This is an optimization exercise on Yosys and OpenROAD, whose aim is small area and a short achievable clock period, not a production implementation.
Only simulation tests tie the RTL to the original design; equivalence was not proved.
Power is estimated from default activity; no workload was simulated.

`design.v`:
```
package pixel_engine_pkg;
    typedef logic [10-1:0] coord_t;
    typedef logic [2:0] pal_idx_t;
    typedef struct packed {
        logic [3:0] red;
        logic [3:0] green;
        logic [3:0] blue;
    } rgb444_t;
    typedef struct packed {
        logic [3:0] rsvd_b;
        rgb444_t    colour_b;
        logic [3:0] rsvd_a;
        rgb444_t    colour_a;
    } palette_entry_t;
    typedef enum logic {
        KIND_WALL   = 1'b0,
        KIND_BULLET = 1'b1
    } object_kind_t;
    typedef struct packed {
        logic [6:0]   reserved;   
        pal_idx_t     pal_idx;    
        coord_t       y;
        coord_t       x;
        object_kind_t kind;
        logic         valid;
    } object_entry_t;
    typedef struct packed {
        logic       invert;
        logic [6:0] reserved;
        pal_idx_t   fg_idx;
        logic       fg_sel;
        pal_idx_t   bg_idx;
        logic       bg_sel;
    } text_cell_t;
    typedef struct packed {
        logic [7:0] red;
        logic [7:0] green;
        logic [7:0] blue;
    } rgb_t;
    function automatic rgb_t widen(rgb444_t c);
        widen = {c.red, c.red, c.green, c.green, c.blue, c.blue};
    endfunction
endpackage
`timescale 1ns/1ns
module sprite_regs (
    input  logic                           pixel_clk,
    input  logic                           reset,
    input  logic                           psel,
    input  logic                           penable,
    input  logic                           pwrite,
    input  logic [8-1:0]         paddr,
    input  logic [32-1:0]         pwdata,
    output logic [32-1:0]         prdata,
    output logic                           pready,
    output logic                           pslverr,
    output logic [8*32-1:0]     palette,        
    output logic [16*25-1:0]     object_table    
);
    logic        pal_sel;    
    logic        obj_sel;    
    logic        wr_en;
    logic [31:0] wdata;      
    assign pal_sel = paddr[7:5] == 3'b000;
    assign obj_sel = paddr[7:6] == 2'b01;
    assign wr_en   = psel && penable && pwrite;
    assign wdata   = reset ? 32'd0 : pwdata;
    for (genvar i = 0; i < 8; i++) begin : g_pal
        always_ff @(posedge pixel_clk) begin
            if (reset || (wr_en && pal_sel && paddr[4:2] == i)) begin
                palette[i*32 +: 32] <= wdata;
            end
        end
    end
    for (genvar j = 0; j < 16; j++) begin : g_obj
        always_ff @(posedge pixel_clk) begin
            if (reset || (wr_en && obj_sel && paddr[5:2] == j)) begin
                object_table[j*25 +: 25] <= wdata[24:0];
            end
        end
    end
    logic [8-1:0] pal_rd;
    logic [16-1:0] obj_rd;
    for (genvar i = 0; i < 8; i++) begin : g_pal_rd
        assign pal_rd[i] = pal_sel && paddr[4:2] == i;
    end
    for (genvar j = 0; j < 16; j++) begin : g_obj_rd
        assign obj_rd[j] = obj_sel && paddr[5:2] == j;
    end
    always_comb begin
        prdata = '0;
        for (int i = 0; i < 8; i++) begin
            prdata = prdata | (palette[i*32 +: 32] & {32{pal_rd[i]}});
        end
        for (int j = 0; j < 16; j++) begin
            prdata[24:0] = prdata[24:0] | (object_table[j*25 +: 25] & {25{obj_rd[j]}});
        end
    end
    assign pready  = 1'b1;
    assign pslverr = psel && penable && !(pal_sel || obj_sel);
endmodule
`timescale 1ns/1ns
module axis_test (
    input  logic [9:0] npos,    
    input  logic [9:0] org,     
    output logic       wall,    
    output logic       near,    
    output logic [1:0] cls      
);
    logic [9:0] pos;
    logic [4:0] dl;          
    logic [5:0] bl;          
    logic [4:0] e;           
    logic [5:0] ch;          
    logic       e0, e1, em1;
    logic       lo_small, lo_big;
    assign pos = ~npos;
    assign bl[0] = 1'b0;
    assign ch[0] = 1'b0;
    for (genvar i = 0; i < 5; i++) begin : g_bit
        assign dl[i]   = pos[i] ^ org[i] ^ bl[i];
        assign bl[i+1] = (~pos[i] & org[i]) | (~(pos[i] ^ org[i]) & bl[i]);
        assign e[i]    = npos[i+5] ^ org[i+5] ^ ch[i];
        assign ch[i+1] = (npos[i+5] & org[i+5]) | (npos[i+5] & ch[i]) | (org[i+5] & ch[i]);
    end
    assign e0  = e == 5'd31;
    assign e1  = e == 5'd30 && !ch[5];
    assign em1 = e == 5'd0  &&  ch[5];
    assign lo_small = dl[4:3] == 2'b00 && (!dl[2] || dl[1:0] == 2'b00);
    assign lo_big   = dl[4:3] == 2'b11 && dl[2];
    assign wall = bl[5] ? e1 : e0;
    assign near = (lo_small && wall) || (lo_big && (bl[5] ? e0 : em1));
    always_comb begin
        case (dl[2:0])
            3'b000:                         cls = 2'd0;
            3'b001, 3'b111, 3'b010, 3'b110: cls = 2'd1;
            3'b011, 3'b101:                 cls = 2'd2;
            default:                        cls = 2'd3;
        endcase
    end
endmodule
module object_hit (
    input  logic [24:0]                     entry,     
    input  pixel_engine_pkg::coord_t        ndraw_x,   
    input  pixel_engine_pkg::coord_t        ndraw_y,
    output logic                            hit
);
    logic       wx, wy, nx, ny;
    logic [1:0] cx, cy;
    logic       disc;
    axis_test u_x (.npos(ndraw_x), .org(entry[11:2]),  .wall(wx), .near(nx), .cls(cx));
    axis_test u_y (.npos(ndraw_y), .org(entry[21:12]), .wall(wy), .near(ny), .cls(cy));
    always_comb begin
        case ({cx, cy})
            4'b00_00, 4'b00_01, 4'b00_10, 4'b00_11,
            4'b01_00, 4'b01_01, 4'b01_10,
            4'b10_00, 4'b10_01,
            4'b11_00: disc = 1'b1;
            default:  disc = 1'b0;
        endcase
    end
    assign hit = entry[0] && (entry[1] ? (nx && ny && disc) : (wx && wy));
endmodule
`timescale 1ns/1ns
module layer_compositor (
    input  logic                                                pixel_clk,
    input  logic                                                reset,
    input  logic [16-1:0]                             hit,
    input  logic [16*25-1:0]                          object_table,
    input  logic [8*32-1:0]                          palette,    
    input  pixel_engine_pkg::coord_t                            draw_x,
    input  pixel_engine_pkg::coord_t                            draw_y,
    input  logic                                                video_on,
    input  pixel_engine_pkg::text_cell_t                        char_code,
    input  logic [7:0]                                          font_row,
    output pixel_engine_pkg::rgb_t                              rgb
);
    localparam logic [1:0] K_BLACK  = 2'd0;
    localparam logic [1:0] K_BULLET = 2'd1;
    localparam logic [1:0] K_MORTAR = 2'd2;
    localparam logic [1:0] K_BRICK  = 2'd3;
    logic        font_bit;
    logic        obj_on;
    logic        obj_bullet;
    logic [2:0]  obj_idx;
    logic        s1_video_on;
    logic        s1_text_on;
    logic [3:0]  s1_text;     
    logic        s1_obj_on;
    logic        s1_obj_bullet;
    logic [2:0]  s1_obj_idx;
    logic        s1_mortar;
    logic [4:0]  code_next;
    logic [4:0]  s2_code;
    logic [11:0] colour;      
    logic        dup;         
    logic [11:0] q_colour;
    logic        q_dup;
    assign font_bit = font_row[3'd7 - draw_x[2:0]] ^ char_code[15];
    logic [3:0] node_info [0:2*16-2];   
    logic       node_on   [0:2*16-2];
    for (genvar i = 0; i < 16; i++) begin : g_leaf
        assign node_on[16-1+i]   = hit[i];
        assign node_info[16-1+i] = {object_table[i*25 + 1], object_table[i*25 + 22 +: 3]};
    end
    for (genvar n = 16-2; n >= 0; n--) begin : g_node
        assign node_on[n]   = node_on[2*n+1] || node_on[2*n+2];
        assign node_info[n] = node_on[2*n+1] ? node_info[2*n+1] : node_info[2*n+2];
    end
    assign obj_on     = node_on[0];
    assign obj_bullet = node_info[0][3];
    assign obj_idx    = node_info[0][2:0];
    always_ff @(posedge pixel_clk) begin
        if (reset) begin
            s1_video_on <= 1'b0;
        end else begin
            s1_video_on <= video_on;
        end
    end
    always_ff @(posedge pixel_clk) begin
        s1_text_on    <= char_code != '0;
        s1_text       <= font_bit ? char_code[7:4] : char_code[3:0];
        s1_obj_on     <= obj_on;
        s1_obj_bullet <= obj_bullet;
        s1_obj_idx    <= obj_idx;
        s1_mortar     <= draw_x[4:0] == 5'd0 || draw_y[3:0] == 4'd0;
    end
    always_comb begin
        if (!s1_video_on) begin
            code_next = {3'b000, K_BLACK};
        end else if (s1_text_on) begin
            code_next = {1'b1, s1_text};
        end else if (s1_obj_on) begin
            code_next = s1_obj_bullet ? {3'b000, K_BULLET} : {1'b1, s1_obj_idx, 1'b0};
        end else if (s1_mortar) begin
            code_next = {3'b000, K_MORTAR};
        end else begin
            code_next = {3'b000, K_BRICK};
        end
    end
    always_ff @(posedge pixel_clk) begin
        if (reset) begin
            s2_code <= '0;
        end else begin
            s2_code <= code_next;
        end
    end
    always_comb begin
        colour = 12'h000;
        for (int k = 0; k < 2 * 8; k++) begin
            if (s2_code == {1'b1, 4'(k)}) begin
                colour = colour | palette[(k >> 1)*32 + (k & 1)*16 +: 12];
            end
        end
        case (s2_code)
            {3'b000, K_BULLET}: colour = colour | 12'hf50;
            {3'b000, K_MORTAR}: colour = colour | 12'h888;
            {3'b000, K_BRICK}:  colour = colour | 12'ha32;
            default:            colour = colour;
        endcase
        dup = s2_code[4] || s2_code[1:0] == K_BULLET;
    end
    always_ff @(posedge pixel_clk) begin
        if (reset) begin
            q_colour <= '0;
            q_dup    <= 1'b0;
        end else begin
            q_colour <= colour;
            q_dup    <= dup;
        end
    end
    assign rgb = {q_colour[11:8], q_colour[11:8] & {4{q_dup}},
                  q_colour[7:4],  q_colour[7:4]  & {4{q_dup}},
                  q_colour[3:0],  q_colour[3:0]  & {4{q_dup}}};
endmodule
`timescale 1ns/1ns
module pixel_engine (
    input  logic                         pixel_clk,
    input  logic                         reset,
    input  pixel_engine_pkg::coord_t     draw_x,
    input  pixel_engine_pkg::coord_t     draw_y,
    input  logic                         video_on,
    input  pixel_engine_pkg::text_cell_t char_code,
    input  logic [7:0]                   font_row,
    input  logic                         psel,
    input  logic                         penable,
    input  logic                         pwrite,
    input  logic [8-1:0]       paddr,
    input  logic [32-1:0]       pwdata,
    output logic [32-1:0]       prdata,
    output logic                         pready,
    output logic                         pslverr,
    output pixel_engine_pkg::rgb_t       rgb
);
    logic [8*32-1:0] palette;
    logic [16*25-1:0] object_table;
    logic [16-1:0]    hit;
    sprite_regs u_regs (
        .pixel_clk    (pixel_clk),
        .reset        (reset),
        .psel         (psel),
        .penable      (penable),
        .pwrite       (pwrite),
        .paddr        (paddr),
        .pwdata       (pwdata),
        .prdata       (prdata),
        .pready       (pready),
        .pslverr      (pslverr),
        .palette      (palette),
        .object_table (object_table)
    );
    pixel_engine_pkg::coord_t ndraw_x, ndraw_y;
    assign ndraw_x = ~draw_x;
    assign ndraw_y = ~draw_y;
    for (genvar i = 0; i < 16; i++) begin : g_obj
        object_hit u_hit (
            .entry  (object_table[i*25 +: 25]),
            .ndraw_x(ndraw_x),
            .ndraw_y(ndraw_y),
            .hit    (hit[i])
        );
    end
    layer_compositor u_comp (
        .pixel_clk    (pixel_clk),
        .reset        (reset),
        .hit          (hit),
        .object_table (object_table),
        .palette      (palette),
        .draw_x       (draw_x),
        .draw_y       (draw_y),
        .video_on     (video_on),
        .char_code    (char_code),
        .font_row     (font_row),
        .rgb          (rgb)
    );
endmodule
```
`run.sh`:
```
#!/bin/bash
# synth_recipe.tcl (not shown) runs the flow's synth.tcl, then flattens the netlist and writes it again
# the make line also repeats each setting of config.mk as NAME=value (left out here)
make -C /OpenROAD-flow-scripts/flow DESIGN_CONFIG=/design/flow/config.mk WORK_HOME=/design/flow/orfs CLKGATE_MAP_FILE= SYNTH_SCRIPT=/design/flow/synth_recipe.tcl finish
```
`config.mk`:
```
export PLATFORM = sky130hd
export DESIGN_NAME = pixel_engine
export DESIGN_NICKNAME = pixel_engine
export VERILOG_FILES = /design/flow/design.v
export SDC_FILE = /design/flow/constraint.sdc
export NUM_CORES = 4
export LEC_CHECK = 0
export CAP_MARGIN = 20
export CORE_MARGIN = 2
export CORE_UTILIZATION = 40
export SETUP_SLACK_MARGIN = 3.8
export SLEW_MARGIN = 20
export TNS_END_PERCENT = 100
```
`constraint.sdc`:
```
create_clock -name core_clock -period 10.0 [get_ports {pixel_clk}]
set_input_delay 2.0000 -clock core_clock [delete_from_list [all_inputs] [get_ports {pixel_clk}]]
set_output_delay 2.0000 -clock core_clock [all_outputs]
set_load 0.01 [all_outputs]
```
==> results of run 1 <==
==> through the flow <==
step	instance area, um2	setup WS [ps]	util (%)	std cells
finish	46660	3801	49.92	4516
CTS	46210	3735	49.44	4496
global route	46640	3749	49.90	4510
floorplan	37740	3847	-	2834
global placement	41730	1721	44.65	4256
detailed placement	41750	1558	44.67	4256
==> logic make-up after synthesis <==
family	share of synthesized area [%]
flip-flops	53.79
AO/OA/AOI/OAI	15.39
multiplexers	0.6962
AND/OR/NAND/NOR	10.48
adder cells (fa/ha/maj)	15.87
buffers and inverters	3.746
other	0.009937
XOR/XNOR	0.02321
==> state kept, by name (all words and copies together), names as in the netlist, 3 cells and up <==
signal and cells:
u_regs.object_table 400, u_comp.s1_text 4, u_comp.s1_obj_idx 3, u_comp.q_colour 12, u_regs.palette 256, u_comp.s2_code 5
==> synth_stat cells, drive strengths merged (18+ instances only) <==
cell type and count:
edfxtp 656, inv 283, a22oi 279, fa 256
nand2 116, nor2 95, clkbuf 81, a221oi 74
nand4 74, a22o 65, ha 64, nand3 55
nor3 48, nor2b 46, a21oi 41, a211oi 40
or3 36, and2 31, o21ai 31, dfxtp 30
and3 28, nand4b 23, o21bai 23, and4b 22
a31oi 21, nor4b 21, a21boi 20, a32oi 18
==> routing by layer <==
layer  global-route usage (%)  up-vias  wire [um]
li1                         -    11840          -
met1                    46.99    15430      64870
met2                    52.99     2668      76360
met3                    12.28      572      25290
met4                    22.51        8      12960
met5                        0        -         64
==> area by class of cell <==
class,instances,area share (%)
sequential,686,43.51
multi-input combinational,1777,37.72
timing repair buffer,367,7.412
clock buffer,95,4.384
tap,1254,3.363
inverter,284,2.360
clock inverter,47,1.220
antenna,6,0.03218
==> worst max-delay path, cell delays in order <==
cell and delay (ps):
clkdlybuf4s50_1 470, clkinvlp_4 220, ha_1 200, fa_1 210
inv_1 60, fa_1 400, fa_1 400, fa_2 450
or3_1 450, a21oi_4 250, a22oi_2 180, a2111o_1 390
a2111o_1 430, o211a_1 140, o211ai_1 320, o31ai_2 140
==> power by group <==
part / switching, W / leakage [nW] / internal [W]
Combinational: 0.000974 / 8.78 / 0.000550
Sequential: 0.000205 / 6.57 / 0.00341
Clock: 0.00126 / 1.26 / 0.00173
==> worst paths after layout <==
path | start | end | slack [ps]
setup / recovery | draw_y[0] | u_comp.s1_obj_idx[1] | 3800
hold / removal | u_comp.s1_text[3] | u_comp.s2_code[3] | 480
setup reg to reg | u_regs.object_table[127] | u_comp.s1_obj_idx[1] | 5230
hold reg to reg | u_comp.s1_text[3] | u_comp.s2_code[3] | 480
==> what timing repair did <==
action,CTS,global route
setup endpoints to repair,37,29
cloned,0,1
hold endpoints to repair,0,0
pin swaps,66,37
setup buffers,98,13
resized for setup,268,77
==> flow_summary_export.csv, run 1 <==
group,metric,value,unit
status,status,"finished clean",
die,floorplan.initialDensity,40.38,%
pwr,p_leak,16.61,nW
sta,tns,0,ps
synth,synthCells,2834,
sta,max-slew-margin-rel,17.04,%
route,via_count,30510,
sta,setup_viol,0,
worst_setup_path,cp-start-kind,"input port",
cts,root_buffer,"clkbuf_16",
route,wl_per_cell,39.76,um
synth,synth.yosys.warnings,6,
layout,regArea,20300,um2
global_route,grt_pass1_vias,29750,
worst_hold_path,holdCritPathClass,"reg2reg",
sta,min_period,6199,ps
die,rows,112,
layout,drive_gt1_share,19.01,%
layout,multi_input_area,17600,um2
global_route,grt_pass1_wl,242400,um
die,floorplan.die_area,96820,um2
die,die_h,311.2,um
cts,cts_htree_levels,3,
layout,layout_common_cells,"656 x edfxtp_1, 275 x inv_1, 266 x a22oi_1, 243 x fa_1, 181 x buf_4",
cts,clock_latency,660,ps
die,fp.dieW,311.2,um
cts,cts_tree,"built",
route,drtIter0Drc,5161,
sta,holdWs,476.3,ps
route,drtAntennaViolNets,0,
synth,synth_seq_area_share,53.79,%
layout,final_nets,3604,
sta,period_share,61.99,%
place,gp_congestion,1.026,
die,io_pins,148,
place,dp_hpwl,127200,um
route,viasPerCell,6.756,
sta,hold_viol,0,
cts,clock-sinks,686,
layout,final_common_cell,"edfxtp_1",
synth,synth_seq_cells,686,
sta,drv_slew,0,
synth,synth-edff-count,656,
global_route,grt_usage,36.47,%
worst_setup_path,reg2regPathDepth,16,
synth,ys_types,91,
die,coreArea,93470,um2
synth,async_flop_share,0,%
synth,synth_top_cell_area_share,52.20,%
synth,syn_nets,3244,
layout,num-fill-cells,8069,
worst_setup_path,cp_max_fo,7,
sta,rsz0062_at_grt,"yes",
cts,postCtsHoldBufs,0,
global_route,gr-total-overflow,0,
pwr,finalPower,0.008132,W
sta,worstMarginPinSlew,1243,ps
synth,avgSynthCellArea,13.32,um2
cts,cts_made_buffers,78,
synth,synthFlopType,"edfxtp_1",
worst_setup_path,crit_required,10520,ps
route,routed_wl,179500,um
pwr,peakVddDrop,0.1136,mV
worst_setup_path,crit_arrival,6720,ps
sta,max_freq,161.3,MHz
route,drc_errors,0,
sta,finalClockSkew,25.72,ps
synth,ys_top_cells_by_area,"edfxtp_1 52%, fa_1 14%, a22oi_1 5.6%",
place,port-buffer-count,144,
layout,areaGrowthSynthToFinish,23.64,%
worst_setup_path,cp-end-kind,"flip-flop",
worst_hold_path,holdPathStages,2,
global_route,grt_antenna_before_repair,6,
run,cap_violations,0,
synth,synth_area,37740,um2
cts,clk_path_buf_depth,3,
worst_setup_path,criticalPathCategory,"in2reg",
global_route,grt_start_max_net_pins,38,
route,dr.pass1.iters,6,
synth,synth_area_leader_cell,"edfxtp_1",
pwr,power.density,174.3,nW/um2
cts,clk_pin_slew,70,ps
==> run 2: changes to the inputs <==
--- a/config.mk
+++ b/config.mk
@@ -8,6 +8,8 @@
 export CAP_MARGIN = 20
 export CORE_MARGIN = 2
 export CORE_UTILIZATION = 40
-export SETUP_SLACK_MARGIN = 3.8
+export CTS_CLUSTER_DIAMETER = 100
+export CTS_CLUSTER_SIZE = 24
+export SETUP_SLACK_MARGIN = 3.4
 export SLEW_MARGIN = 20
 export TNS_END_PERCENT = 100
==> run 2 against run 1 <==
- largest power group unchanged
- total power fell by 15%
- highest routed layer unchanged
- first-iteration DRC count rose by 2.4%
- final cell count fell by 2.3%
- via count fell by 1.6%
- still clean
- die area did not move
- non-clock buffer count fell by 28
- largest cell class unchanged
- routed wire length fell by 1.2%
- sequential power barely moved
==> flow_summary_export.csv, run 2 <==
group,metric,value,unit
global_route,grt_pass1_wl,239700,um
synth,ys_types,91,
synth,avgSynthCellArea,13.32,um2
worst_setup_path,reg2reg_slack,5100,ps
synth,ys_top_cells_by_area,"edfxtp_1 52%, fa_1 14%, a22oi_1 5.6%",
place,dp_hpwl,127200,um
synth,synth_seq_area_share,53.79,%
global_route,grt_start_max_net_pins,38,
worst_setup_path,cp-end-kind,"flip-flop",
route,dr.pass1.iters,6,
synth,synthFlopType,"edfxtp_1",
sta,fin_ws,3252,ps
synth,synth.yosys.warnings,6,
worst_setup_path,slowest_stage,"a21oi_2",
sta,tns,0,ps
layout,top_register,"u_regs.object_table",
layout,largestRegisters,"u_regs.object_table (400), u_regs.palette (256), u_comp.q_colour (12)",
worst_setup_path,crit_buf_inv,7,
synth,async_flop_share,0,%
cts,clock-sinks,686,
synth,synth_area,37740,um2
worst_setup_path,cp_max_fo,8,
cts,postCtsHoldBufs,0,
synth,syn_nets,3244,
worst_setup_path,cp.depth,18,
route,drc_errors,0,
route,drtIter0Drc,5284,
layout,final_common_cell,"edfxtp_1",
layout,drive_gt1_share,14.35,%
die,floorplan.die_area,96820,um2
route,wl_per_cell,40.23,um
worst_setup_path,cp-start-kind,"input port",
pwr,power.density,155.2,nW/um2
die,rows,112,
place,gp_congestion,1.026,
sta,setup_viol,0,
worst_setup_path,crit_chain,"clkdlybuf4s50_1 > clkinvlp_4 > buf_12 > buf_12 > fa_1 > inv_1 > fa_1 > fa_1 > fa_1 > or3_1 > a21oi_2 > a22oi_2 > o31ai_4 > buf_4 > or4_4 > nor4b_4 > buf_4 > o31ai_1",
die,coreArea,93470,um2
layout,num-fill-cells,8246,
sta,period_share,67.48,%
worst_setup_path,crit_arrival,7230,ps
worst_setup_path,crit_required,10480,ps
global_route,grt_antenna_before_repair,5,
route,routed_wl,177500,um
layout,final_nets,3534,
sta,max_freq,148.2,MHz
pwr,p_leak,15.75,nW
die,floorplan.initialDensity,40.38,%
cts,cts_htree_levels,2,
cts,cts_tree,"built",
route,via_count,30030,
run,cap_violations,0,
global_route,grt_usage,36.01,%
global_route,grt_pass1_vias,29240,
route,viasPerCell,6.808,
place,dpl_cell_area,41750,um2
route,drtAntennaViolNets,0,
worst_setup_path,criticalPathCategory,"in2reg",
synth,synth.most_common_cell,"edfxtp_1",
cts,clk_path_buf_depth,3,
worst_setup_path,max_stage_delay,580,ps
layout,final_cell_area,44540,um2
synth,synth_seq_cells,686,
cts,root_buffer,"clkbuf_16",
synth,synth_top_cell_area_share,52.20,%
worst_setup_path,reg2regPathDepth,17,
sta,finalClockSkew,25.50,ps
sta,rsz0062_at_grt,"yes",
die,io_pins,148,
die,die_h,311.2,um
worst_setup_path,path_delay_family,"compound AO/OA/AOI/OAI gates",
cts,cts_made_buffers,37,
pwr,peakVddDrop,0.1150,mV
worst_hold_path,holdPathStages,2,
sta,worstMarginPinSlew,1322,ps
worst_hold_path,holdCritPathClass,"reg2reg",
layout,largest_reg_flops,400,
synth,synth-edff-count,656,
sta,hold_viol,0,
cts,clock_latency,630,ps
synth,synth_area_leader_cell,"edfxtp_1",
die,fp.dieW,311.2,um
synth,synthCells,2834,
layout,areaGrowthSynthToFinish,18.01,%
synth,synthTopCellsByCount,"656 x edfxtp_1, 282 x inv_1, 279 x a22oi_1",
worst_setup_path,crit_top_cell,"fa_1",
sta,max-slew-margin-rel,11.80,%
sta,drv_slew,0,
cts,clk_pin_slew,90,ps
place,dp_slack,1558,ps
global_route,gr-total-overflow,0,
place,port-buffer-count,144,
layout,layout_common_cells,"656 x edfxtp_1, 276 x inv_1, 271 x a22oi_1, 256 x fa_1, 163 x buf_4",
sta,min_period,6748,ps
status,status,"finished clean",
## run 2: cell counts after synthesis
No cell type changed its count.
## run 2: worst reg2reg max path, stage by stage, from the launching register on
cell	delay, ps
edfxtp_1	450
ha_1	220
inv_1	70
fa_1	160
inv_1	50
fa_1	380
fa_1	400
fa_1	470
and4b_1	270
a32oi_4	360
a2bb2oi_4	330
o31ai_4	120
buf_12	160
or4_4	590
nor4b_4	260
buf_4	190
o211ai_1	130
o31ai_1	160
## run 2: per-layer routing
metal	part of all wire, %	vias to the layer above	global-route usage (%)
met5	0.023	-	0
met4	7.8	6	22.29
met3	14	567	11.04
met2	42	2618	52.89
met1	36	15200	46.61
li1	-	11640	-
## run 2: what timing repair did
action                     in CTS  in global routing
setup buffers                  77                  6
setup endpoints to repair      37                 21
pin swaps                      36                 10
cloned                          0                  0
gates resized for setup       145                 50
## run 2: kinds of logic after synthesis
| kind of cell | synth area share, % |
|---|---|
| XOR/XNOR | 0.02321 |
| AND/OR/NAND/NOR | 10.48 |
| buffers and inverters | 3.746 |
| adder cells (fa/ha/maj) | 15.87 |
| multiplexers | 0.6962 |
| other | 0.009937 |
| flip-flops | 53.79 |
| AO/OA/AOI/OAI | 15.39 |
## run 2: power breakdown
| part | total [W] | switching, W | leakage (nW) | internal, W |
|---|---|---|---|---|
| combinational | 0.00147 | 0.000947 | 8.60 | 0.000528 |
| sequential | 0.00361 | 0.000203 | 6.57 | 0.00341 |
| clock | 0.00183 | 0.00103 | 0.572 | 0.000798 |
| total | 0.00691 | 0.00218 | 15.7 | 0.00473 |
## run 2: per-stage QoR
stage / utilization (%) / cells / hold WS (ps) / power (W)
3_5_place_dp: 44.67 / 4256 / 453.5 / 0.005022
6_report: 47.65 / 4411 / 481.1 / 0.006912
5_1_grt: 47.63 / 4404 / 565.8 / 0.007089
4_1_cts: 47.37 / 4398 / 476.5 / 0.006835
2_1_floorplan: - / 2834 / 431.4 / 0.004328
3_3_place_gp: 44.65 / 4256 / 457.7 / 0.004976
## run 2: final timing paths
kind                           to              startpoint
max          u_comp.s1_obj_idx[0]               draw_x[1]
min             u_comp.s2_code[3]       u_comp.s1_text[3]
max reg2reg  u_comp.s1_obj_idx[1]  u_regs.object_table[7]
min reg2reg     u_comp.s2_code[3]       u_comp.s1_text[3]
## run 2: layout make-up
type	instances	area (um2)	area share, %
antenna	7	17.52	0.03933
clock buffer	54	1032	2.318
sequential	686	20300	45.58
inverter	284	1101	2.472
tap	1254	1569	3.523
clock inverter	11	160.2	0.3596
timing repair buffer	339	3212	7.212
multi-input combinational	1776	17150	38.50
==> run 3: changes to the inputs <==
--- a/config.mk
+++ b/config.mk
@@ -10,6 +10,6 @@
 export CORE_UTILIZATION = 40
 export CTS_CLUSTER_DIAMETER = 100
 export CTS_CLUSTER_SIZE = 24
-export SETUP_SLACK_MARGIN = 3.4
+export SETUP_SLACK_MARGIN = 4.1
 export SLEW_MARGIN = 20
 export TNS_END_PERCENT = 100
==> run 3 against run 2 <==
- clock skew is 11 ps higher
- routed wire length is 7.5% higher
- cell area is 6.8% higher
- non-clock buffer count is 153 higher
- final cell count is 3.5% higher
- still clean on timing, DRC and antenna
- critical endpoint is now prdata[17]
- flip-flop and latch count stayed put
- hold slack worse by 11 ps
- critical path depth is 5 lower
- register-to-register slack better by 300 ps
==> flow_summary_export.csv, run 3 <==
group,metric,value,unit
global_route,grt_usage,38.46,%
synth,synth_seq_cells,686,
layout,layout_common_cells,"656 x edfxtp_1, 267 x inv_1, 238 x a22oi_1, 230 x buf_4, 210 x fa_1",
synth,synthFlopType,"edfxtp_1",
synth,synth_area_leader_cell,"edfxtp_1",
run,cap_violations,0,
die,fp.dieW,311.2,um
cts,clk_path_buf_depth,3,
pwr,finalPower,0.007060,W
route,viasPerCell,6.879,
place,gp_congestion,1.002,
worst_hold_path,hp-start,"u_comp.s1_text[2]",
global_route,grt_pass1_vias,30260,
cts,cts_htree_levels,2,
synth,synth_seq_area_share,53.79,%
worst_hold_path,holdCritPathClass,"reg2reg",
worst_setup_path,slowest_stage,"nand4_1",
sta,max_freq,165.2,MHz
synth,synth-simple-area-share,10.48,%
sta,setup_viol,0,
global_route,gr-total-overflow,0,
synth,synthTopCellsByCount,"656 x edfxtp_1, 282 x inv_1, 279 x a22oi_1",
sta,hold_viol,0,
global_route,grt_pass1_wl,253800,um
worst_hold_path,holdPathStages,2,
synth,synth-adder-area-share,15.87,%
worst_setup_path,crit_required,8000,ps
route,dr.pass1.iters,6,
cts,clk_pin_slew,90,ps
route,drtIter0Drc,5634,
worst_setup_path,reg2reg_slack,5400,ps
worst_setup_path,cp-start-kind,"input port",
layout,largest_reg_flops,400,
sta,worstMarginPinSlew,1312,ps
worst_setup_path,r2r_end,"u_comp.s1_obj_idx[0]",
worst_setup_path,cp_max_fo,10,
die,io_pins,148,
worst_setup_path,max_stage_delay,330,ps
worst_setup_path,r2r_start,"u_regs.object_table[342]",
sta,finalClockSkew,36.74,ps
pwr,power.density,148.4,nW/um2
route,drc_errors,0,
sta,rsz0062_at_grt,"yes",
pwr,peakVddDrop,0.1221,mV
place,dp_hpwl,129500,um
worst_setup_path,crit_arrival,4050,ps
synth,synth-edff-count,656,
worst_setup_path,criticalPathCategory,"in2out",
worst_setup_path,reg2regPathDepth,16,
layout,final_nets,3690,
global_route,grt_antenna_before_repair,14,
die,floorplan.initialDensity,40.38,%
worst_setup_path,crit_chain,"buf_8 > nor2_4 > buf_12 > nand2_8 > buf_4 > nor2_4 > buf_12 > buf_6 > a22oi_2 > nand3_2 > nor2_2 > nand4_1 > buf_4",
synth,synth.most_common_cell,"edfxtp_1",
synth,avgSynthCellArea,13.32,um2
global_route,grt_start_max_net_pins,51,
cts,clock-sinks,686,
sta,tns,0,ps
route,drtAntennaViolNets,0,
route,routed_wl,190900,um
cts,clock_latency,650,ps
sta,min_period,6052,ps
layout,areaGrowthSynthToFinish,26.06,%
synth,muxShareOfSynthArea,0.6962,%
place,port-buffer-count,144,
synth,synth_top_cell_area_share,52.20,%
synth,synth_top_family_by_area,"adder cells",
synth,syn_nets,3244,
synth,synth_xor_area_share,0.02321,%
die,rows,112,
route,wl_per_cell,41.80,um
synth,synth.yosys.warnings,6,
synth,ys_top_cells_by_area,"edfxtp_1 52%, fa_1 14%, a22oi_1 5.6%",
cts,cts_tree,"built",
synth,synthCells,2834,
synth,synth_compound_area_share,15.39,%
worst_hold_path,min_delay_worst_endpoint,"u_comp.s2_code[2]",
layout,largestRegisters,"u_regs.object_table (400), u_regs.palette (256), u_comp.q_colour (12)",
die,coreArea,93470,um2
synth,ys_types,91,
status,status,"finished clean",
pwr,p_leak,16.96,nW
cts,root_buffer,"clkbuf_16",
cts,cts_made_buffers,38,
die,die_h,311.2,um
die,floorplan.die_area,96820,um2
layout,drive_gt1_share,24.40,%
sta,period_share,60.52,%
sta,drv_slew,0,
synth,synth_area,37740,um2
synth,async_flop_share,0,%
sta,max-slew-margin-rel,12.23,%
route,via_count,31410,
worst_setup_path,cp-end-kind,"primary output",
layout,top_register,"u_regs.object_table",
layout,final_cell_count_no_fill,4566,
layout,final_common_cell,"edfxtp_1",
place,dp_cells,4256,
-- run 3: layout make-up --
type	instances	area, um2
Antenna cell	5	12.51
Clock buffer	54	1011
Clock inverter	13	156.4
Fill cell	7963	45900
Inverter	284	1097
Multi-Input combinational cell	1778	18250
Sequential cell	686	20300
Tap cell	1254	1569
Timing Repair Buffer	492	5179
-- run 3: through the flow --
step | setup slack, ps | utilization (%) | hold slack [ps] | area (um2)
3_3_place_gp | 1834 | 44.65 | 455.5 | 41740
4_1_cts | 3931 | 49.68 | 474.9 | 46430
3_5_place_dp | 1763 | 44.66 | 450.5 | 41740
2_1_floorplan | 4104 | - | 431.4 | 37750
6_report | 3948 | 50.90 | 470.6 | 47570
5_1_grt | 3873 | 50.88 | 505.2 | 47560
-- run 3: worst max-delay path by stage --
stage | from | end | slack, ps | cells past startpoint
floorplan | draw_x[5] | u_comp.s1_obj_idx[0] | 4100 | 16
global placement | draw_x[0] | u_comp.s1_obj_bullet | 1830 | 17
detailed placement | draw_x[0] | u_comp.s1_obj_bullet | 1760 | 17
CTS | paddr[6] | prdata[17] | 3930 | 12
global route | paddr[7] | prdata[20] | 3870 | 13
finish | paddr[7] | prdata[17] | 3950 | 13
-- run 3: cells by family after synthesis --
group                    count (synthesis)
AO/OA/AOI/OAI                          743
flip-flops                             686
AND/OR/NAND/NOR                        682
buffers and inverters                  372
adder cells (fa/ha/maj)                326
multiplexers                            23
other                                    1
XOR/XNOR                                 1
-- run 3: routing by layer --
| metal | up-vias | track usage (%) | routed length [um] |
|---|---|---|---|
| met5 | - | 0 | 181 |
| met4 | 14 | 21.74 | 14040 |
| met3 | 607 | 12.37 | 28260 |
| met2 | 2734 | 55.98 | 80530 |
| met1 | 16090 | 50.67 | 67830 |
| li1 | 11960 | - | - |
-- run 3: timing repair --
| item | 4_1_cts | 5_1_grt |
|---|---|---|
| hold buffers | 0 | 0 |
| pin swaps | 154 | 145 |
| cloned | 7 | 4 |
| endpoints found under the setup margin | 37 | 30 |
| gates resized for setup | 475 | 163 |
| setup buffers | 183 | 44 |
-- run 3: critical path: cells and delay by family --
kind | cells | cell delay (ps)
AND/OR/NAND/NOR | 6 | 800
buffers and inverters | 6 | 960
AO/OA/AOI/OAI | 1 | 250
-- run 3: power by group --
part	switching (W)	leakage [nW]	internal [W]
clock network	0.00107	0.564	0.000747
logic	0.00101	9.83	0.000598
registers	0.000216	6.57	0.00341
total	0.00231	17.0	0.00475
==> run 4: changes to the inputs <==
--- a/config.mk
+++ b/config.mk
@@ -10,6 +10,6 @@
 export CORE_UTILIZATION = 40
 export CTS_CLUSTER_DIAMETER = 100
 export CTS_CLUSTER_SIZE = 24
-export SETUP_SLACK_MARGIN = 4.1
+export SETUP_SLACK_MARGIN = 3.8
 export SLEW_MARGIN = 20
 export TNS_END_PERCENT = 100
==> run 4 against run 3 <==
- highest routed layer unchanged
- clock skew is 7.5 ps lower
- area after synthesis did not move
- fmax decreased by 2.1%
- critical endpoint is now u_comp.s1_obj_idx[2]
- critical path depth up 7
- global-route usage is 2.1 points lower
- still clean on timing, DRC and antenna
- cell area shrank 4.9%
- clock power hardly changed
==> flow_summary_export.csv, run 4 <==
group,metric,value,unit
sta,min_period,6185,ps
pwr,seq_power_share,51.9,%
layout,drive_gt1_share,17.00,%
die,rows,112,
route,dr.pass1.iters,8,
worst_hold_path,holdCritPathClass,"reg2reg",
run,cap_violations,0,
synth,synth_seq_cells,686,
status,status,"finished clean",
die,coreArea,93470,um2
die,floorplan.die_area,96820,um2
synth,syn_nets,3244,
worst_setup_path,r2r_start,"u_regs.object_table[7]",
worst_setup_path,crit_required,10520,ps
synth,ys_types,91,
layout,final_common_cell,"edfxtp_1",
sta,finalClockSkew,29.28,ps
cts,clock-sinks,686,
layout,final_cell_area,45250,um2
worst_setup_path,setup.worst_path.end,"u_comp.s1_obj_idx[2]",
global_route,gr-total-overflow,0,
worst_setup_path,reg2reg_slack,5200,ps
place,gp_congestion,1.026,
layout,largest_reg_flops,400,
cts,cts_htree_levels,2,
sta,fin_ws,3815,ps
die,io_pins,148,
die,die_h,311.2,um
place,dp_slack,1558,ps
route,drtAntennaViolNets,0,
pwr,power.internal,0.004757,W
layout,top_register,"u_regs.object_table",
cts,clk_pin_slew,90,ps
worst_setup_path,r2r_end,"u_comp.s1_obj_idx[2]",
global_route,grt_util_met2,53.69,%
synth,synth_seq_area_share,53.79,%
pwr,finalPower,0.006965,W
synth,avgSynthCellArea,13.32,um2
worst_setup_path,cp-start-kind,"input port",
synth,synthTopCellsByCount,"656 x edfxtp_1, 282 x inv_1, 279 x a22oi_1",
global_route,use_met3,11.08,%
worst_setup_path,cp_max_fo,14,
sta,hold_viol,0,
pwr,p_leak,15.91,nW
cts,cts_tree,"built",
cts,clock_latency,630,ps
synth,synth_top_cell_area_share,52.20,%
die,fp.dieW,311.2,um
worst_setup_path,critPathLaunch,"draw_x[5]",
global_route,use_met1,46.76,%
sta,drv_slew,0,
sta,rsz0062_at_grt,"yes",
place,dpl_cell_area,41750,um2
place,dp_hpwl,127200,um
layout,largestRegisters,"u_regs.object_table (400), u_regs.palette (256), u_comp.q_colour (12)",
pwr,pwr-share-clk,26.2,%
layout,areaGrowthSynthToFinish,19.92,%
sta,tns,0,ps
synth,synth_area,37740,um2
synth,synth-edff-count,656,
layout,final_nets,3561,
cts,cts_made_buffers,37,
global_route,grt_start_max_net_pins,38,
worst_setup_path,criticalPathCategory,"in2reg",
sta,setup_viol,0,
synth,async_flop_share,0,%
die,floorplan.initialDensity,40.38,%
route,routed_wl,179100,um
cts,postCtsHoldBufs,0,
synth,ys_top_cells_by_area,"edfxtp_1 52%, fa_1 14%, a22oi_1 5.6%",
global_route,grt_usage,36.32,%
pwr,power_switching_share,31.69,%
sta,max_freq,161.7,MHz
pwr,power_frac_comb,22.0,%
synth,synthCells,2834,
worst_setup_path,reg2regPathDepth,17,
global_route,grt_busiest_layer,"met2",
global_route,grt_pass1_wl,241800,um
synth,synth.yosys.warnings,6,
synth,synth_area_leader_cell,"edfxtp_1",
sta,period_share,61.85,%
pwr,power.density,153.9,nW/um2
global_route,grt_pass1_vias,29590,
route,drc_errors,0,
sta,max-slew-margin-rel,18.74,%
route,via_count,30250,
synth,synthFlopType,"edfxtp_1",
worst_setup_path,cp-end-kind,"flip-flop",
worst_setup_path,crit_arrival,6710,ps
cts,root_buffer,"clkbuf_16",
layout,layout_common_cells,"656 x edfxtp_1, 275 x inv_1, 267 x a22oi_1, 247 x fa_1, 170 x buf_4",
sta,holdWs,477.8,ps
place,port-buffer-count,144,
route,drtIter0Drc,5070,
pwr,peakVddDrop,0.1137,mV
cts,clk_path_buf_depth,3,
synth,synth.most_common_cell,"edfxtp_1",
route,wl_per_cell,40.38,um
layout,num-fill-cells,8204,
pwr,power_switching,0.002207,W
global_route,grt_antenna_before_repair,9,
sta,worstMarginPinSlew,1217,ps
route,viasPerCell,6.822,
run 4: worst max-delay path, cell delays in order:
cell	delay [ps]
clkbuf_4	150
clkinvlp_4	100
buf_12	160
ha_1	200
inv_1	80
fa_1	170
inv_1	50
fa_1	390
fa_1	410
fa_1	470
nand4b_1	250
o32ai_4	190
a22oi_2	410
o31ai_4	100
buf_4	180
or4_4	590
nor4b_4	280
buf_6	160
buf_4	110
mux2i_1	240
run 4: power by group through the flow:
stage	Clock (W)	Combinational, W	Sequential, W
floorplan	0	0.000767	0.00356
global placement	0	0.00132	0.00366
detailed placement	0	0.00136	0.00366
CTS	0.00183	0.00146	0.00360
global route	0.00190	0.00162	0.00362
finish	0.00182	0.00153	0.00361
run 4: area by class of cell:
cell class / count / area (um2) / share of cell area (%)
tap: 1254 / 1569 / 3.467
sequential: 686 / 20300 / 44.86
antenna: 3 / 7.507 / 0.01659
clock inverter: 11 / 160.2 / 0.3539
inverter: 284 / 1101 / 2.433
multi-input combinational: 1778 / 17600 / 38.89
clock buffer: 54 / 1032 / 2.281
timing repair buffer: 364 / 3487 / 7.705
run 4: through the flow:
step,util (%),cells
2_1_floorplan,-,2834
3_3_place_gp,44.65,4256
3_5_place_dp,44.67,4256
4_1_cts,48.15,4421
5_1_grt,48.41,4431
6_report,48.42,4434
run 4: worst min path at each step:
stage / from / end / slack, ps / cells after the start
global route: u_comp.s1_text[3] / u_comp.s2_code[3] / 570 / 2
floorplan: u_comp.s1_text[3] / u_comp.s2_code[3] / 430 / 2
detailed placement: u_comp.s1_text[3] / u_comp.s2_code[3] / 450 / 2
CTS: u_comp.s1_text[3] / u_comp.s2_code[3] / 480 / 2
global placement: u_comp.s1_text[3] / u_comp.s2_code[3] / 460 / 2
finish: u_comp.s1_text[3] / u_comp.s2_code[3] / 480 / 2
run 4: what timing repair did:
action	in CTS	in global routing
cloned	2	0
gates resized for setup	296	54
endpoints found under the setup margin	37	26
pin swaps	73	24
buffers inserted	98	9
run 4: logic make-up after synthesis:
kind of cell    count (synthesis)  share of synthesized area [%]
flops                         686                          53.79
compound gates                743                          15.39
buf+inv                       372                          3.746
fa+ha+maj                     326                          15.87
mux                            23                         0.6962
xor+xnor                        1                        0.02321
simple gates                  682                          10.48
other cells                     1                       0.009937
run 4: per-layer routing:
metal	vias to the layer above	wire (um)
li1	11700	-
met1	15270	63730
met2	2689	76070
met3	586	25080
met4	6	14130
met5	-	47
==> run 5: changes to the inputs <==
==> flow/run.sh (new file) <==
#!/bin/bash
# The standard layout (standard.sh), with plain buffers on the ports in place
# of the delay-cell buffers ORFS picks by default. The make output goes to
# standard.log; ORFS keeps each step's log under orfs/logs.
set -euo pipefail
export BUFFER_PORTS_ARGS="-buffer_cell sky130_fd_sc_hd__buf_2"
bash standard.sh > standard.log 2>&1
==> standard.sh (new file) <==
#!/bin/bash
# synth_recipe.tcl (not shown) runs the flow's synth.tcl, then flattens the netlist and writes it again
# the make line also repeats each setting of config.mk as NAME=value (left out here)
make -C /OpenROAD-flow-scripts/flow DESIGN_CONFIG=/design/flow/config.mk WORK_HOME=/design/flow/orfs CLKGATE_MAP_FILE= SYNTH_SCRIPT=/design/flow/synth_recipe.tcl "${@:-finish}"
--- a/config.mk
+++ b/config.mk
@@ -10,6 +10,6 @@
 export CORE_UTILIZATION = 40
 export CTS_CLUSTER_DIAMETER = 100
 export CTS_CLUSTER_SIZE = 24
-export SETUP_SLACK_MARGIN = 3.8
+export SETUP_SLACK_MARGIN = 4.0
 export SLEW_MARGIN = 20
 export TNS_END_PERCENT = 100
removed: run.sh
==> run 5 against run 4 <==
- hold slack better by 6.5 ps
- synthesized cell count unchanged
- first-iteration DRC count up 12%
- cell area down 0.96%
- total power up 0.34%
- critical path depth down 2
- area after synthesis unchanged
- register-to-register slack better by 150 ps
- non-clock buffer count up 1
- via count up 0.57%
- critical path type unchanged
- largest cell class unchanged
- highest routed layer unchanged
==> flow_summary_export.csv, run 5 <==
group,metric,value,unit
status,status,"finished clean",
cts,clock_latency,640,ps
die,fp.dieW,311.2,um
route,dr.pass1.iters,9,
sta,rsz0062_at_grt,"yes",
pwr,finalPower,0.006988,W
layout,num-fill-cells,8229,
synth,synth-simple-area-share,10.48,%
worst_setup_path,crit_required,10490,ps
die,floorplan.die_area,96820,um2
worst_setup_path,criticalPathCategory,"in2reg",
synth,async_flop_share,0,%
worst_setup_path,cp-end-kind,"flip-flop",
run,cap_violations,0,
synth,synthTopCellsByCount,"656 x edfxtp_1, 282 x inv_1, 279 x a22oi_1",
place,port-buffer-count,144,
cts,cts_htree_levels,2,
worst_setup_path,max_stage_delay,490,ps
synth,ys_types,91,
cts,clk_pin_slew,100,ps
synth,synth-adder-area-share,15.87,%
layout,final_common_cell,"edfxtp_1",
sta,max_freq,165.4,MHz
route,drtAntennaViolNets,0,
sta,tns,0,ps
global_route,use_met3,12.60,%
die,io_pins,148,
synth,avgSynthCellArea,13.32,um2
worst_setup_path,slowest_stage,"fa_1",
sta,hold_viol,0,
cts,root_buffer,"clkbuf_16",
sta,worstMarginPinSlew,1364,ps
worst_setup_path,cp-start-kind,"input port",
synth,synth.yosys.warnings,6,
layout,largest_reg_flops,400,
route,drtIter0Drc,5687,
layout,final_cell_count_no_fill,4443,
sta,min_period,6046,ps
worst_hold_path,holdCritPathClass,"reg2reg",
die,die_h,311.2,um
synth,synth.most_common_cell,"edfxtp_1",
place,dp_slack,2298,ps
sta,setup_viol,0,
global_route,grt_pass1_vias,29290,
pwr,power_switching_share,32.14,%
pwr,peakVddDrop,0.1282,mV
cts,clock-sinks,686,
synth,synth_seq_cells,686,
pwr,p_leak,16.01,nW
layout,drive_gt1_share,20.97,%
pwr,power.internal,0.004742,W
global_route,grt_antenna_before_repair,8,
synth,syn_nets,3244,
cts,cts_made_buffers,38,
place,dp_hpwl,127500,um
global_route,grt_start_max_net_pins,51,
synth,synth_top_family_by_area,"adder cells",
synth,synth_seq_area_share,53.79,%
pwr,pwr-share-clk,26.8,%
die,floorplan.initialDensity,40.38,%
pwr,power.density,155.9,nW/um2
place,gp_congestion,1.037,
synth,synth_top_cell_area_share,52.20,%
layout,top_register,"u_regs.object_table",
sta,max-slew-margin-rel,8.975,%
synth,muxShareOfSynthArea,0.6962,%
global_route,grt_busiest_layer,"met2",
cts,cts_tree,"built",
sta,finalClockSkew,42.90,ps
place,dp_cells,4246,
global_route,grt_usage,37.09,%
global_route,use_met1,48.31,%
synth,synth_area,37740,um2
pwr,power_frac_comb,21.4,%
die,coreArea,93470,um2
layout,areaGrowthSynthToFinish,18.76,%
worst_setup_path,crit_top_cell,"fa_1",
synth,ys_top_cells_by_area,"edfxtp_1 52%, fa_1 14%, a22oi_1 5.6%",
pwr,seq_power_share,51.8,%
route,wl_per_cell,41.31,um
worst_setup_path,crit_chain,"buf_2 > clkinvlp_4 > buf_12 > buf_4 > ha_1 > fa_1 > inv_1 > fa_1 > fa_1 > fa_1 > and3b_1 > a32oi_1 > a2bb2oi_2 > o31ai_4 > or2_4 > or3b_2 > o211ai_1 > o31ai_2",
global_route,grt_util_met2,53.78,%
synth,synth_compound_area_share,15.39,%
route,drc_errors,0,
sta,fin_ws,3954,ps
pwr,power_switching,0.002246,W
layout,largestRegisters,"u_regs.object_table (400), u_regs.palette (256), u_comp.q_colour (12)",
worst_setup_path,cp_max_fo,8,
sta,period_share,60.46,%
route,via_count,30420,
worst_setup_path,crit_buf_inv,5,
global_route,grt_pass1_wl,245000,um
sta,drv_slew,0,
layout,layout_common_cells,"656 x edfxtp_1, 275 x inv_1, 260 x a22oi_1, 250 x fa_1, 162 x buf_4",
global_route,gr-total-overflow,0,
layout,final_nets,3563,
synth,synthFlopType,"edfxtp_1",
route,routed_wl,183500,um
worst_setup_path,path_delay_family,"adder cells",
synth,synthCells,2834,
die,rows,112,
route,viasPerCell,6.847,
synth,synth_xor_area_share,0.02321,%
worst_setup_path,crit_arrival,6540,ps
synth,synth-edff-count,656,
synth,synth_area_leader_cell,"edfxtp_1",
cts,clk_path_buf_depth,3,
==> run 5: cell counts after synthesis <==
Identical to the previous run, type by type.
==> run 5: power by group through the flow <==
stage / clock, W / sequential (W) / combinational [W]
after floorplan: 0 / 0.00356 / 0.000767
after global placement: 0 / 0.00366 / 0.00128
after detailed placement: 0 / 0.00367 / 0.00133
after CTS: 0.00187 / 0.00361 / 0.00140
after global routing: 0.00195 / 0.00363 / 0.00158
final: 0.00187 / 0.00362 / 0.00149
==> run 5: kinds of logic after synthesis <==
logic type,count (synthesis)
buffers and inverters,372
AO/OA/AOI/OAI,743
adder cells (fa/ha/maj),326
other,1
multiplexers,23
AND/OR/NAND/NOR,682
XOR/XNOR,1
flip-flops,686
==> run 5: worst reg2reg max path: stages, from the launching register on <==
cell	delay, ps
edfxtp_1	420
ha_1	190
inv_1	60
fa_1	150
inv_1	50
fa_1	380
fa_1	390
fa_1	450
or4b_1	500
o32ai_2	220
a22oi_2	190
a2111o_1	500
a2111o_1	440
o211a_1	160
o211ai_1	300
o31ai_2	130
==> run 5: area by class of cell <==
class	instances	area (um2)	share of cell area, %
Clock buffer	55	1079	2.406
Tap cell	1254	1569	3.501
Inverter	284	1106	2.468
Timing Repair Buffer	365	3092	6.898
Clock inverter	12	155.1	0.3462
Multi-Input combinational cell	1778	17500	39.04
Antenna cell	9	22.52	0.05025
Sequential cell	686	20300	45.29
==> run 5: worst paths after layout <==
check	slack, ps	endpoint	from	depth (start not counted)
hold / removal	480	u_comp.s2_code[2]	u_comp.s1_text[2]	2
setup / recovery	3950	u_comp.s1_obj_idx[1]	draw_x[0]	18
hold reg to reg	480	u_comp.s2_code[2]	u_comp.s1_text[2]	2
setup reg to reg	5350	u_comp.s1_obj_idx[1]	u_regs.object_table[342]	15
==> run 5: layer usage <==
metal  wire length (um)  part of all wire [%]  up-vias
met2              77520                    42     2723
met5                 60                 0.033        -
li1                   -                     -    11710
met4              13030                   7.1        4
met3              27330                    15      575
met1              65590                    36    15410
==> run 5: per-stage QoR <==
step / hold slack [ps] / instance area (um2) / utilization [%]
final: 484.3 / 44820 / 47.95
after floorplan: 431.4 / 37750 / -
after CTS: 478.7 / 43860 / 46.93
after detailed placement: 452.6 / 40950 / 43.82
after global placement: 456.3 / 40950 / 43.82
after global routing: 516.2 / 44800 / 47.93
==> run 5: what timing repair did <==
action | 4_1_cts | 5_1_grt
pin swaps | 53 | 63
endpoints found under the setup margin | 37 | 29
gates cloned | 4 | 3
hold buffers | 0 | 0
buffers inserted | 87 | 27
endpoints found under the hold margin | 0 | 0
gates resized for setup | 160 | 112
==> run 6: changes to the inputs <==
--- a/config.mk
+++ b/config.mk
@@ -10,6 +10,6 @@
 export CORE_UTILIZATION = 40
 export CTS_CLUSTER_DIAMETER = 100
 export CTS_CLUSTER_SIZE = 24
-export SETUP_SLACK_MARGIN = 4.0
+export SETUP_SLACK_MARGIN = 3.8
 export SLEW_MARGIN = 20
 export TNS_END_PERCENT = 100
==> run 6 against run 5 <==
- clock-buffer cell count decreased by 2
- clock power hardly changed
- largest cell class unchanged
- die area did not move
- register-to-register slack got worse by 200 ps
- highest routed layer unchanged
- critical path depth fell by 7
- clock skew shrank 6.7 ps
==> flow_summary_export.csv, run 6 <==
group,metric,value,unit
status,status,"finished clean",
sta,min_period,6211,ps
worst_setup_path,cp-end-kind,"primary output",
cts,clk_pin_slew,100,ps
worst_setup_path,r2r_start,"u_regs.object_table[7]",
synth,synth.yosys.warnings,6,
synth,synth_seq_area_share,53.79,%
layout,layout_common_cells,"656 x edfxtp_1, 277 x inv_1, 274 x a22oi_1, 254 x fa_1, 140 x buf_2",
global_route,grt_pass1_wl,237500,um
sta,max-slew-margin-rel,15.02,%
layout,final_nets,3496,
cts,cts_htree_levels,2,
run,cap_violations,0,
route,routed_wl,176900,um
route,wl_per_cell,40.47,um
cts,root_buffer,"clkbuf_16",
pwr,peakVddDrop,0.1083,mV
synth,synth_seq_cells,686,
synth,avgSynthCellArea,13.32,um2
pwr,p_leak,15.48,nW
sta,setup_viol,0,
worst_setup_path,max_stage_delay,330,ps
sta,worstMarginPinSlew,1275,ps
layout,largest_reg_flops,400,
global_route,gr-total-overflow,0,
synth,synth-edff-count,656,
die,rows,112,
global_route,grt_start_max_net_pins,45,
route,viasPerCell,6.829,
worst_hold_path,min_delay_worst_endpoint,"u_comp.s2_code[2]",
synth,synth_area,37740,um2
cts,postCtsHoldBufs,0,
die,fp.dieW,311.2,um
synth,ys_top_cells_by_area,"edfxtp_1 52%, fa_1 14%, a22oi_1 5.6%",
worst_setup_path,crit_buf_inv,4,
place,gp_congestion,1.063,
pwr,power.density,160.0,nW/um2
cts,cts_tree,"built",
cts,clk_path_buf_depth,3,
place,dp_hpwl,125200,um
route,via_count,29860,
worst_setup_path,cp_max_fo,25,
worst_setup_path,crit_arrival,4210,ps
sta,drv_slew,0,
worst_hold_path,hp-start,"u_comp.s1_text[2]",
cts,clock-sinks,686,
synth,synthTopCellsByCount,"656 x edfxtp_1, 282 x inv_1, 279 x a22oi_1",
worst_hold_path,holdPathStages,2,
layout,num-fill-cells,8271,
die,floorplan.initialDensity,40.38,%
worst_setup_path,critPathLaunch,"paddr[6]",
layout,areaGrowthSynthToFinish,15.00,%
cts,clock_latency,640,ps
layout,top_register,"u_regs.object_table",
layout,final_common_cell,"edfxtp_1",
synth,ys_types,91,
route,drtIter0Drc,5144,
sta,rsz0062_at_grt,"no",
die,die_h,311.2,um
synth,synth_area_leader_cell,"edfxtp_1",
route,drc_errors,0,
cts,cts_made_buffers,38,
layout,largestRegisters,"u_regs.object_table (400), u_regs.palette (256), u_comp.q_colour (12)",
sta,max_freq,161.0,MHz
synth,synth_top_cell_area_share,52.20,%
layout,drive_gt1_share,17.36,%
route,drtAntennaViolNets,0,
worst_setup_path,slowest_stage,"buf_4",
die,coreArea,93470,um2
die,floorplan.die_area,96820,um2
global_route,grt_usage,35.79,%
sta,hold_viol,0,
die,io_pins,148,
sta,finalClockSkew,36.21,ps
worst_setup_path,criticalPathCategory,"in2out",
synth,synth.most_common_cell,"edfxtp_1",
synth,async_flop_share,0,%
global_route,grt_pass1_vias,28910,
synth,synthCells,2834,
synth,syn_nets,3244,
worst_setup_path,r2r_end,"u_comp.s1_obj_idx[1]",
global_route,grt_antenna_before_repair,9,
sta,tns,0,ps
worst_setup_path,path_delay_family,"buffers and inverters",
route,dr.pass1.iters,9,
synth,synthFlopType,"edfxtp_1",
place,port-buffer-count,144,
worst_hold_path,holdCritPathClass,"reg2reg",
worst_setup_path,reg2reg_slack,5150,ps
worst_setup_path,reg2regPathDepth,15,
worst_setup_path,cp-start-kind,"input port",
worst_setup_path,crit_chain,"buf_2 > nand3b_1 > buf_12 > nor2_4 > buf_4 > a22o_1 > a221oi_1 > nand3_1 > nor2_4 > nand4_1 > buf_2",
sta,period_share,62.11,%
pwr,finalPower,0.006943,W
worst_setup_path,crit_required,8000,ps
[run 6: cell counts after synthesis]
No cell type changed its count.
[run 6: layer usage]
metal	global-route usage, %	up-vias	share of wire [%]
li1	-	11550	-
met1	46.07	15190	36
met2	52.41	2587	43
met3	12.95	522	15
met4	19.89	6	6.8
met5	0	-	0.023
[run 6: logic make-up (layout without fill, tap and decap cells)]
| logic type | count (synthesis) | count (layout) | share of synthesized area [%] |
|---|---|---|---|
| AO/OA/AOI/OAI | 743 | 743 | 15.39 |
| XOR/XNOR | 1 | 1 | 0.02321 |
| adder cells (fa/ha/maj) | 326 | 326 | 15.87 |
| buffers and inverters | 372 | 647 | 3.746 |
| flip-flops | 686 | 686 | 53.79 |
| multiplexers | 23 | 23 | 0.6962 |
| other | 1 | 8 | 0.009937 |
| AND/OR/NAND/NOR | 682 | 684 | 10.48 |
[run 6: where the power goes]
part	total (W)	switching, W	internal [W]	leakage [nW]
Combinational	0.00146	0.000960	0.000499	8.31
Sequential	0.00361	0.000203	0.00341	6.57
Clock	0.00187	0.00106	0.000812	0.597
Total	0.00694	0.00222	0.00472	15.5
[run 6: final cells by class]
type                            instances  area, um2  area share, %
Tap cell                             1254       1569          3.615
Antenna cell                            7      17.52        0.04036
Clock inverter                         12      152.6         0.3517
Inverter                              284       1099          2.531
Multi-Input combinational cell       1778      17090          39.38
Sequential cell                       686      20300          46.77
Clock buffer                           53       1081          2.491
Timing Repair Buffer                  298       2090          4.815
[run 6: through the flow]
stage | hold slack (ps) | utilization [%] | area (um2) | setup WS [ps] | cells
floorplan | 431.4 | - | 37740 | 3847 | 2834
global placement | 465.0 | 43.72 | 40870 | 1992 | 4237
detailed placement | 452.7 | 43.75 | 40890 | 1963 | 4237
CTS | 483.4 | 45.94 | 42940 | 3751 | 4354
global route | 525.8 | 46.41 | 43380 | 3780 | 4365
finish | 477.4 | 46.43 | 43400 | 3789 | 4372
[run 6: tightest hold or removal path, stage by stage, from the launching register on]
cell,delay [ps]
dfxtp_1,320
a21oi_1,60
nor2_1,70
[run 6: timing repair]
item,in CTS,in global routing
buffers inserted,51,10
setup endpoints to repair,37,22
resized for setup,71,58
pin swaps,17,15
cloned,1,1
[run 6: worst max path at each step]
stage          cells past startpoint              endpoint  slack, ps
2_1_floorplan                     14  u_comp.s1_obj_idx[1]       3850
3_3_place_gp                      16  u_comp.s1_obj_idx[2]       1990
3_5_place_dp                      16  u_comp.s1_obj_idx[1]       1960
4_1_cts                           18  u_comp.s1_obj_idx[1]       3750
5_1_grt                           12            prdata[18]       3780
6_report                          11             prdata[7]       3790
==> run 7: changes to the inputs <==
--- a/config.mk
+++ b/config.mk
@@ -5,11 +5,11 @@
 export SDC_FILE = /design/flow/constraint.sdc
 export NUM_CORES = 4
 export LEC_CHECK = 0
-export CAP_MARGIN = 20
+export CAP_MARGIN = 5
 export CORE_MARGIN = 2
 export CORE_UTILIZATION = 40
 export CTS_CLUSTER_DIAMETER = 100
 export CTS_CLUSTER_SIZE = 24
 export SETUP_SLACK_MARGIN = 3.8
-export SLEW_MARGIN = 20
+export SLEW_MARGIN = 5
 export TNS_END_PERCENT = 100
==> run 7 against run 6 <==
- non-clock buffer count grew 9
- total power decreased by 0.30%
- critical path depth shrank 2
- area after synthesis unchanged
- sequential power is essentially flat
- global-route usage increased by 0.095 points
- clock power hardly changed
- cell area about the same
- highest routed layer unchanged
==> flow_summary_export.csv, run 7 <==
group,metric,value,unit
status,status,"finished clean",
die,floorplan.initialDensity,40.38,%
layout,num-fill-cells,8262,
route,via_count,30090,
pwr,power_frac_comb,21.1,%
synth,synth.most_common_cell,"edfxtp_1",
pwr,peakVddDrop,0.1140,mV
worst_hold_path,min_delay_worst_endpoint,"u_comp.s2_code[2]",
layout,top_register,"u_regs.object_table",
cts,cts_htree_levels,2,
cts,cts_made_buffers,38,
worst_setup_path,slowest_stage,"or3_4",
cts,clock_latency,630,ps
synth,synth_seq_cells,686,
worst_setup_path,crit_arrival,4220,ps
sta,min_period,6222,ps
sta,tns,0,ps
layout,areaGrowthSynthToFinish,14.97,%
place,gp_congestion,1.063,
pwr,power_switching,0.002223,W
worst_setup_path,crit_required,8000,ps
route,routed_wl,177500,um
synth,synth.yosys.warnings,6,
worst_setup_path,cp-end-kind,"primary output",
synth,synthFlopType,"edfxtp_1",
worst_setup_path,crit_chain,"buf_2 > or3_4 > nor2_4 > buf_8 > a22oi_1 > nand4_1 > nor2_1 > nand4_1 > buf_2",
layout,drive_gt1_share,17.46,%
synth,synthTopCellsByCount,"656 x edfxtp_1, 282 x inv_1, 279 x a22oi_1",
sta,holdWs,483.7,ps
route,drtAntennaViolNets,0,
worst_setup_path,cp-start-kind,"input port",
route,wl_per_cell,40.51,um
pwr,power.density,159.6,nW/um2
route,drc_errors,0,
synth,synth_area_leader_cell,"edfxtp_1",
global_route,grt_antenna_before_repair,8,
place,port-buffer-count,144,
global_route,grt_usage,35.89,%
worst_hold_path,hp-start,"u_comp.s1_text[2]",
layout,largestRegisters,"u_regs.object_table (400), u_regs.palette (256), u_comp.q_colour (12)",
sta,max_freq,160.7,MHz
pwr,p_leak,15.48,nW
route,dr.pass1.iters,6,
worst_setup_path,max_stage_delay,480,ps
place,dp_hpwl,125300,um
worst_setup_path,reg2reg_slack,5150,ps
synth,syn_nets,3244,
cts,clock-sinks,686,
layout,final_nets,3504,
worst_setup_path,criticalPathCategory,"in2out",
worst_hold_path,holdCritPathClass,"reg2reg",
synth,synth_area,37740,um2
pwr,power_switching_share,32.11,%
route,viasPerCell,6.869,
pwr,power.internal,0.004700,W
synth,ys_types,91,
run,cap_violations,0,
sta,worstMarginPinSlew,1422,ps
pwr,pwr-share-clk,26.7,%
sta,setup_viol,0,
sta,max-slew-margin-rel,5.000,%
die,io_pins,148,
global_route,grt_pass1_wl,238100,um
global_route,grt_start_max_net_pins,45,
global_route,grt_pass1_vias,28880,
synth,ys_top_cells_by_area,"edfxtp_1 52%, fa_1 14%, a22oi_1 5.6%",
sta,drv_slew,0,
cts,cts_tree,"built",
die,floorplan.die_area,96820,um2
sta,period_share,62.22,%
cts,root_buffer,"clkbuf_16",
cts,clk_path_buf_depth,3,
synth,synthCells,2834,
die,die_h,311.2,um
sta,hold_viol,0,
die,rows,112,
cts,postCtsHoldBufs,0,
synth,synth-edff-count,656,
pwr,finalPower,0.006923,W
synth,avgSynthCellArea,13.32,um2
layout,final_common_cell,"edfxtp_1",
layout,largest_reg_flops,400,
global_route,gr-total-overflow,0,
die,coreArea,93470,um2
worst_setup_path,cp_max_fo,21,
synth,synth_seq_area_share,53.79,%
layout,layout_common_cells,"656 x edfxtp_1, 277 x inv_1, 275 x a22oi_1, 256 x fa_1, 141 x buf_2",
worst_hold_path,holdPathStages,2,
sta,rsz0062_at_grt,"yes",
worst_setup_path,r2r_start,"u_regs.object_table[17]",
route,drtIter0Drc,5209,
synth,async_flop_share,0,%
worst_setup_path,reg2regPathDepth,16,
die,fp.dieW,311.2,um
pwr,seq_power_share,52.2,%
worst_setup_path,r2r_end,"u_comp.s1_obj_idx[1]",
synth,synth_top_cell_area_share,52.20,%
sta,finalClockSkew,26.43,ps
cts,clk_pin_slew,90,ps
[run 7: cell counts after synthesis]
No cell type changed its count.
[run 7: kinds of logic after synthesis]
| group | synth area share, % |
|---|---|
| AO/OA/AOI/OAI | 15.39 |
| XOR/XNOR | 0.02321 |
| flip-flops | 53.79 |
| multiplexers | 0.6962 |
| AND/OR/NAND/NOR | 10.48 |
| adder cells (fa/ha/maj) | 15.87 |
| buffers and inverters | 3.746 |
| other | 0.009937 |
[run 7: worst max-delay path by stage]
stage          slack [ps]  depth (start not counted)                    to  startpoint
3_3_place_gp         1990                         16  u_comp.s1_obj_idx[2]   draw_x[0]
5_1_grt              3750                         11             prdata[4]    paddr[4]
2_1_floorplan        3850                         14  u_comp.s1_obj_idx[1]   draw_y[1]
4_1_cts              3790                         11            prdata[16]    paddr[5]
6_report             3780                          9            prdata[16]    paddr[4]
3_5_place_dp         1910                         16  u_comp.s1_obj_idx[2]   draw_x[0]
[run 7: what timing repair did]
action | 4_1_cts | 5_1_grt
pin swaps | 20 | 19
cloned | 1 | 0
setup endpoints to repair | 37 | 20
hold endpoints to repair | 0 | 0
resized for setup | 80 | 47
buffers inserted | 53 | 16
[run 7: worst max-delay path: cells and delay by family]
family	cells	cell delay, ps
and+or+nand+nor	5	1290
buffers and inverters	3	700
AOI/OAI and AO/OA	1	190
[run 7: layout make-up]
cell class	instances	area (um2)	share of cell area, %
inverters	284	1099	2.532
flip-flops and latches	686	20300	46.79
diodes	5	12.51	0.02884
clock inverters	12	130.1	0.2999
repair buffers	307	2153	4.963
well taps	1254	1569	3.616
multi-input cells	1777	17030	39.26
clock buffers	56	1092	2.518
[run 7: stage by stage]
step | area, um2 | setup slack (ps) | std cells | util, %
after detailed placement | 40870 | 1914 | 4237 | 43.72
after global placement | 40870 | 1992 | 4237 | 43.72
after CTS | 42950 | 3785 | 4359 | 45.95
after floorplan | 37740 | 3847 | 2834 | -
after global routing | 43380 | 3755 | 4376 | 46.41
final | 43390 | 3778 | 4381 | 46.42
[run 7: power by group through the flow]
stage	clock [W]	sequential (W)	combinational [W]
2_1_floorplan	0	0.00356	0.000767
3_3_place_gp	0	0.00366	0.00130
3_5_place_dp	0	0.00366	0.00134
4_1_cts	0.00184	0.00360	0.00138
5_1_grt	0.00194	0.00362	0.00154
6_report	0.00185	0.00361	0.00146
[run 7: metal layers]
metal / routed length [um] / GRT usage (%)
met5: 162 / 0
met2: 75220 / 52.51
met1: 63530 / 46.76
met3: 25970 / 11.76
met4: 12600 / 20.69

-- port drivers added, routing unchanged --
The results above use ideal ports. As a check the final layouts listed here were re-extracted and re-timed, cells and wires unchanged. Step 1 (the two cells are an assumption about what drives the block):
set clk [get_ports {pixel_clk}]
set_driving_cell -lib_cell sky130_fd_sc_hd__clkbuf_16 $clk
set_driving_cell -lib_cell sky130_fd_sc_hd__buf_2 [delete_from_list [all_inputs] $clk]
Step 2 moves the port delays by t, midway between the first and last clock arrival at a register: inputs arrive t later, outputs are due t later. That takes back most of the time a late clock gives input paths. a / b / c = no drivers / after step 1 / after step 2; a / b = the first two.
| run | t (ns) | setup slack, ns | clock arrival spread, ns | worst register clock-pin slew, ns |
|---|---|---|---|---|
| run 1 | 0.724 | 3.801 / 3.784 / 3.122 | 0.029 / 0.029 | 0.07 / 0.07 |
| run 2 | 0.686 | 3.252 / 3.299 / 2.613 | 0.032 / 0.032 | 0.11 / 0.11 |
| run 3 | 0.691 | 3.948 / 3.859 / 3.410 | 0.042 / 0.041 | 0.11 / 0.11 |
| run 4 | 0.685 | 3.815 / 3.799 / 3.175 | 0.033 / 0.033 | 0.11 / 0.11 |
| run 5 | 0.685 | 3.954 / 3.893 / 3.315 | 0.043 / 0.043 | 0.11 / 0.11 |
| run 6 | 0.692 | 3.789 / 3.752 / 3.187 | 0.036 / 0.036 | 0.11 / 0.11 |
| run 7 | 0.689 | 3.778 / 3.745 / 3.145 | 0.030 / 0.029 | 0.11 / 0.11 |
After both steps setup and hold are still met in every run listed. For run 1, which loses most, drivers alone change the setup slack by -0.017 ns; drivers and shift together by -0.679 ns.
